Background: an optimization exercise with open tools, aiming at small area. Do not read the settings as production practice.
Function was checked by simulation only, so behaviour that the tests miss may differ from the original.
The flow treats the clock pin as an ideal source. Dropping or thinning the clock tree relies on that and would not hold on a real chip.
Power and IR drop assume default switching activity.

## oak
## analogizer_top
module analogizer_top (
	input  logic       i_clk,
	input  logic       i_rst,
	input  logic       i_ena,
	input  logic [1:0] i_video_mode,
	input  logic [7:0] i_r,
	input  logic [7:0] i_g,
	input  logic [7:0] i_b,
	input  logic       i_hsync,
	input  logic       i_vsync,
	input  logic       i_csync,
	input  logic       i_blank_n,
	input  logic       i_ce_pix,
	input  logic       i_poll_req,
	input  logic [7:4] i_bank0_in,
	output logic       o_poll_ack,
	output logic       o_busy,
	output logic [15:0] o_p1_buttons,
	output logic [15:0] o_p2_buttons,
	output logic [7:0] o_bank1_out,
	output logic [7:0] o_bank2_out,
	output logic [7:0] o_bank3_out,
	output logic       o_bank1_dir,
	output logic       o_bank2_dir,
	output logic       o_bank3_dir
);
For scale: about 620 cells after synthesis, about 0.0074 mm2 of cells after synthesis.
==> flow/config.mk <==
export PLATFORM = sky130hd
export DESIGN_NAME = analogizer_top
export DESIGN_NICKNAME = analogizer_top
export VERILOG_FILES = /design/flow/design.v
export SDC_FILE = /design/flow/constraint.sdc
export NUM_CORES = 4
export LEC_CHECK = 0
export CAP_MARGIN = 20
export CORE_MARGIN = 2
export CORE_UTILIZATION = 40
export SLEW_MARGIN = 20
export SYNTH_HIERARCHICAL = 1
==> flow/constraint.sdc <==
create_clock -name core_clock -period 10.0 [get_ports {i_clk}]
set_input_delay 2.0000 -clock core_clock [delete_from_list [all_inputs] [get_ports {i_clk}]]
set_output_delay 2.0000 -clock core_clock [all_outputs]
set_load 0.01 [all_outputs]
standard.sh (not shown) runs the stock make flow with config.mk's settings and CLKGATE_MAP_FILE= SYNTH_SCRIPT=/design/flow/synth_recipe.tcl, a recipe that flattens the netlist after the stock synthesis.
==> flow/flow/run.sh <==
#!/bin/bash
# The standard layout, with the smallest buffer on every port and a clock
# tree built by hand (flow/manual_cts.tcl) in place of TritonCTS. Each tool's
# output is in the ORFS logs under orfs/logs; make's own output is in flow.log.
set -euo pipefail
export BUFFER_PORTS_ARGS="-buffer_cell sky130_fd_sc_hd__buf_1"
export PRE_CTS_TCL="$PWD/flow/manual_cts.tcl"
export CLK_TREE_N=8
export CLK_ROOT_BUF=sky130_fd_sc_hd__clkbuf_8
export CLK_TREE_BUF=sky130_fd_sc_hd__clkbuf_8
bash standard.sh > flow.log 2>&1
==> flow/flow/manual_cts.tcl <==
# Hand-built clock tree: the clock port drives a root buffer (CLK_ROOT_BUF), or
# with none the leaf buffers directly; CLK_TREE_N leaf buffers (CLK_TREE_BUF)
# each drive one balanced cluster of the clock sinks (recursive median
# bisection of the placed sinks). TritonCTS is then skipped.
set ntree [expr {[info exists ::env(CLK_TREE_N)] ? $::env(CLK_TREE_N) : 4}]
set bufname [expr {[info exists ::env(CLK_TREE_BUF)] ? $::env(CLK_TREE_BUF) : "sky130_fd_sc_hd__clkbuf_16"}]

set block [ord::get_db_block]
set db [ord::get_db]
set clk [$block findNet i_clk]
set master [$db findMaster $bufname]

set sinks {}
foreach it [$clk getITerms] {
  set inst [$it getInst]
  set loc [$inst getLocation]
  lappend sinks [list [lindex $loc 0] [lindex $loc 1] $it]
}
puts "manual clock tree: [llength $sinks] sinks, $ntree x $bufname"

proc split_sinks { items n axis } {
  if { $n <= 1 } { return [list $items] }
  set sorted [lsort -integer -index $axis $items]
  set n1 [expr {$n / 2}]
  set k [expr {([llength $sorted] * $n1) / $n}]
  set a [lrange $sorted 0 [expr {$k - 1}]]
  set b [lrange $sorted $k end]
  set next [expr {1 - $axis}]
  return [concat [split_sinks $a $n1 $next] [split_sinks $b [expr {$n - $n1}] $next]]
}

set clusters [split_sinks $sinks $ntree 0]
set src $clk
if { [info exists ::env(CLK_ROOT_BUF)] && $::env(CLK_ROOT_BUF) != "" } {
  set root [odb::dbInst_create $block [$db findMaster $::env(CLK_ROOT_BUF)] "clkbuf_manual_root"]
  set src [odb::dbNet_create $block "clknet_manual_root"]
  $src setSigType CLOCK
  [$root findITerm A] connect $clk
  [$root findITerm X] connect $src
  set sx 0; set sy 0
  foreach s $sinks { incr sx [lindex $s 0]; incr sy [lindex $s 1] }
  $root setLocation [expr {$sx / [llength $sinks]}] [expr {$sy / [llength $sinks]}]
  $root setPlacementStatus PLACED
  puts "  root buffer $::env(CLK_ROOT_BUF)"
}
set i 0
foreach cl $clusters {
  set sx 0; set sy 0
  foreach s $cl { incr sx [lindex $s 0]; incr sy [lindex $s 1] }
  set cx [expr {$sx / [llength $cl]}]
  set cy [expr {$sy / [llength $cl]}]
  set buf [odb::dbInst_create $block $master "clkbuf_manual_$i"]
  set net [odb::dbNet_create $block "clknet_manual_$i"]
  $net setSigType CLOCK
  [$buf findITerm A] connect $src
  [$buf findITerm X] connect $net
  foreach s $cl {
    set it [lindex $s 2]
    $it disconnect
    $it connect $net
  }
  $buf setLocation $cx $cy
  $buf setPlacementStatus PLACED
  puts "  cluster $i: [llength $cl] sinks, buffer at $cx $cy"
  incr i
}

set_propagated_clock [all_clocks]

proc clock_tree_synthesis { args } {
  puts "clock_tree_synthesis skipped: the clock tree was built by hand"
}
oak went all the way through synthesis, placement and routing and the layout is clean on timing, DRC and antenna.
Setup changes, oak to pine
diff --git a/flow/flow/run.sh b/flow/flow/run.sh
--- a/flow/flow/run.sh
+++ b/flow/flow/run.sh
@@ -6,6 +6,6 @@
 export BUFFER_PORTS_ARGS="-buffer_cell sky130_fd_sc_hd__buf_1"
 export PRE_CTS_TCL="$PWD/flow/manual_cts.tcl"
-export CLK_TREE_N=8
+export CLK_TREE_N=6
 export CLK_ROOT_BUF=sky130_fd_sc_hd__clkbuf_8
-export CLK_TREE_BUF=sky130_fd_sc_hd__clkbuf_8
+export CLK_TREE_BUF=sky130_fd_sc_hd__clkbuf_16
 bash standard.sh > flow.log 2>&1
[summary]
Summary of pine over oak: clock power saw an increase, fraction of power consumed by combinational cells decreased by 0.8 points relative to the old numbers, layout overhead on the synthesized area increased by 0.54 points relative to the old numbers, filler-free cell count of the finished design ~0 delta, clock period minus final worst setup slack down 16 ps.
Via density per instance (higher): pine
Summary: with oak as the reference, first-iteration DRC count in pine moved up by a few percent.
pine reports a lower via count of the first global-routing pass than oak does.
pine: setup slack 16 ps above oak
Re count of cells along the worst register-to-register path: no difference whatsoever between oak and pine.
Input-level comparison between birch and pine:
diff --git a/flow/flow/run.sh b/flow/flow/run.sh
--- a/flow/flow/run.sh
+++ b/flow/flow/run.sh
@@ -6,6 +6,7 @@
 export BUFFER_PORTS_ARGS="-buffer_cell sky130_fd_sc_hd__buf_1"
 export PRE_CTS_TCL="$PWD/flow/manual_cts.tcl"
-export CLK_TREE_N=6
+export CLK_TREE_N=8
 export CLK_ROOT_BUF=sky130_fd_sc_hd__clkbuf_8
-export CLK_TREE_BUF=sky130_fd_sc_hd__clkbuf_16
+export CLK_TREE_BUF=sky130_fd_sc_hd__clkbuf_8
+export POST_CTS_TCL="$PWD/flow/post_cts.tcl"
 bash standard.sh > flow.log 2>&1
==> flow/flow/post_cts.tcl (new file) <==
# Downsize cells on paths with timing slack to spare, then legalize again
repair_timing -recover_power 100
detailed_placement
check_placement -verbose
## What came out
- Both conditions hold for birch: the flow ran to the end and the final layout passed the timing, design-rule and antenna checks.
- The worst slew slack as a fraction of its limit of pine and that of birch are within noise of each other.
- Route | birch vs pine | wire longer in birch
- The maximum achievable frequency reported for birch is smaller than that of pine by about 1.2%.
In every run of this note, the design's own scripts or RTL, not TritonCTS, make the clock network.

== trial 35 ==
Another version of the RTL of analogizer_top (not shown whole).
Size in the first run: ~150 flip-flops, roughly 7100 um^2 of cells after synthesis.
export LEC_CHECK = 0
export CAP_MARGIN = 20
export CORE_MARGIN = 2
export CORE_UTILIZATION = 60
export SLEW_MARGIN = 20
export SYNTH_HIERARCHICAL = 1
create_clock -name core_clock -period 10.0 [get_ports {i_clk}]
==> flow/flow/run.sh <==
#!/bin/bash
# The standard layout, with the smallest buffer on every port and a clock
# tree built by hand (flow/manual_cts.tcl) in place of TritonCTS. Each tool's
# output is in the ORFS logs under orfs/logs; make's own output is in flow.log.
set -euo pipefail
export BUFFER_PORTS_ARGS="-buffer_cell sky130_fd_sc_hd__buf_1"
export PRE_CTS_TCL="$PWD/flow/manual_cts.tcl"
export CLK_TREE_N=7
export CLK_ROOT_BUF=sky130_fd_sc_hd__clkbuf_4
export CLK_TREE_BUF=sky130_fd_sc_hd__clkbuf_8
export POST_CTS_TCL="$PWD/flow/post_cts.tcl"
bash standard.sh > flow.log 2>&1
==> flow/flow/post_cts.tcl <==
# Downsize cells on paths with timing slack to spare, then legalize again
repair_timing -recover_power 100
detailed_placement
check_placement -verbose
Scripts as last shown in full above: flow/flow/manual_cts.tcl
## Diff of input files: trial 72 against trial 35
--- a/flow/flow/run.sh
+++ b/flow/flow/run.sh
@@ -9 +9 @@
-export CLK_ROOT_BUF=sky130_fd_sc_hd__clkbuf_4
+export CLK_ROOT_BUF=sky130_fd_sc_hd__clkbuf_8
--- outcome ---
Trial 72 and trial 35 ended up with roughly the same measured slew at the worst slew-check pin. Register-to-register slack essentially unchanged between trial 72 and trial 35. Trial 35 -> trial 72: clock period minus worst slack flat. Combinational share of power delta (trial 35 -> trial 72): insignificant.
No run of this note takes its clock network from TritonCTS; it comes from the design's own scripts or RTL.

== maple ==
analogizer_top, a different RTL version from the one above (not shown whole).
Size: ~500 cells after synthesis, ~150 flip-flops, about 100 I/O pins, about 6900 um^2 of cells after synthesis.
==> flow/design.v (excerpt) <==
module analogizer_top (
	input  logic       i_clk,
	input  logic       i_rst,
	input  logic       i_ena,
	input  logic [1:0] i_video_mode,
	input  logic [7:0] i_r,
	input  logic [7:0] i_g,
	input  logic [7:0] i_b,
	input  logic       i_hsync,
	input  logic       i_vsync,
	input  logic       i_csync,
	input  logic       i_blank_n,
	input  logic       i_ce_pix,
	input  logic       i_poll_req,
	input  logic [7:4] i_bank0_in,
	output logic       o_poll_ack,
	output logic       o_busy,
	output logic [15:0] o_p1_buttons,
	output logic [15:0] o_p2_buttons,
	output logic [7:0] o_bank1_out,
	output logic [7:0] o_bank2_out,
	output logic [7:0] o_bank3_out,
	output logic       o_bank1_dir,
	output logic       o_bank2_dir,
	output logic       o_bank3_dir
);
export LEC_CHECK = 0
export CAP_MARGIN = 20
export CORE_MARGIN = 2
export CORE_UTILIZATION = 60
export SLEW_MARGIN = 20
export SYNTH_HIERARCHICAL = 1
create_clock -name core_clock -period 10.0 [get_ports {i_clk}]
==> flow/flow/run.sh <==
#!/bin/bash
# The standard layout, with the smallest buffer on every port and a clock
# tree built by hand (flow/manual_cts.tcl) in place of TritonCTS. Each tool's
# output is in the ORFS logs under orfs/logs; make's own output is in flow.log.
set -euo pipefail
export BUFFER_PORTS_ARGS="-buffer_cell sky130_fd_sc_hd__buf_1"
export PRE_CTS_TCL="$PWD/flow/manual_cts.tcl"
export CLK_TREE_N=8
export CLK_ROOT_BUF=sky130_fd_sc_hd__clkbuf_4
export CLK_TREE_BUF=sky130_fd_sc_hd__clkbuf_8
export POST_CTS_TCL="$PWD/flow/post_cts.tcl"
bash standard.sh > flow.log 2>&1
Scripts as last shown in full above: flow/flow/manual_cts.tcl, flow/flow/post_cts.tcl
Modified inputs, harbor compared to maple
--- a/flow/flow/run.sh
+++ b/flow/flow/run.sh
@@ -7,3 +7,3 @@
 export PRE_CTS_TCL="$PWD/flow/manual_cts.tcl"
-export CLK_TREE_N=8
+export CLK_TREE_N=7
 export CLK_ROOT_BUF=sky130_fd_sc_hd__clkbuf_4
### Flow results
Looking at worst slew margin relative to its limit, harbor sits below maple.
The register-to-register slack was comparable across harbor and maple.
Number of iterations in the first detailed-routing pass: harbor vs maple identical
Diff maple..harbor | synthesis-stage register bit count | unchanged
On first-pass GRT wire length, harbor does worse than maple.
Diff maple -> harbor: final worst slack closely matched the old numbers, average wire per standard cell increased by 0.13 um relative to the old numbers, maximum resistive drop on vdd moved up.
Compared with maple, in harbor clock power share decreased by 0.2 points relative to the old numbers, power after layout -7.8 uW.
Hold slack | harbor above maple
In every run of this note, the design's own scripts or RTL, not TritonCTS, make the clock network.

-- static timing again, ports no longer ideal --
The flow's constraints put no driver on any port. The routed layouts listed below were extracted and timed again, unchanged, in two steps. Step 1 (the two cells are an assumption about what drives the block):
set clk [get_ports {i_clk}]
set_driving_cell -lib_cell sky130_fd_sc_hd__clkbuf_16 $clk
set_driving_cell -lib_cell sky130_fd_sc_hd__buf_2 [delete_from_list [all_inputs] $clk]
Step 2 adds t to the input delays and takes it off the output delays; t is the mean of the earliest and latest rising clock arrival at the registers after step 1. Input paths then give back, and output paths get back, about the clock's delay inside the block. Three values: ideal, step 1, step 2; two values: the first two.
run | t (ns) | setup slack, ns | hold WS [ns] | clock arrival spread, ns | cell pins on the clock port's net
oak | 0.431 | 3.546 / 3.546 / 3.546 | 0.337 / 0.337 / 0.337 | 0.017 / 0.017 | 1
pine | 0.426 | 3.562 / 3.562 / 3.562 | 0.334 / 0.334 / 0.334 | 0.011 / 0.011 | 1
birch | 0.431 | 3.485 / 3.485 / 3.485 | 0.337 / 0.337 / 0.337 | 0.018 / 0.017 | 1
trial 35 | 0.496 | 0.825 / 0.825 / 0.825 | 0.341 / 0.341 / 0.341 | 0.008 / 0.008 | 1
trial 72 | 0.414 | 0.823 / 0.823 / 0.823 | 0.341 / 0.341 / 0.341 | 0.009 / 0.008 | 1
maple | 0.504 | 0.761 / 0.761 / 0.761 | 0.333 / 0.333 / 0.333 | 0.015 / 0.016 | 1
harbor | 0.476 | 0.759 / 0.759 / 0.759 | 0.344 / 0.344 / 0.344 | 0.011 / 0.011 | 1
After both steps every run listed still meets setup and hold.
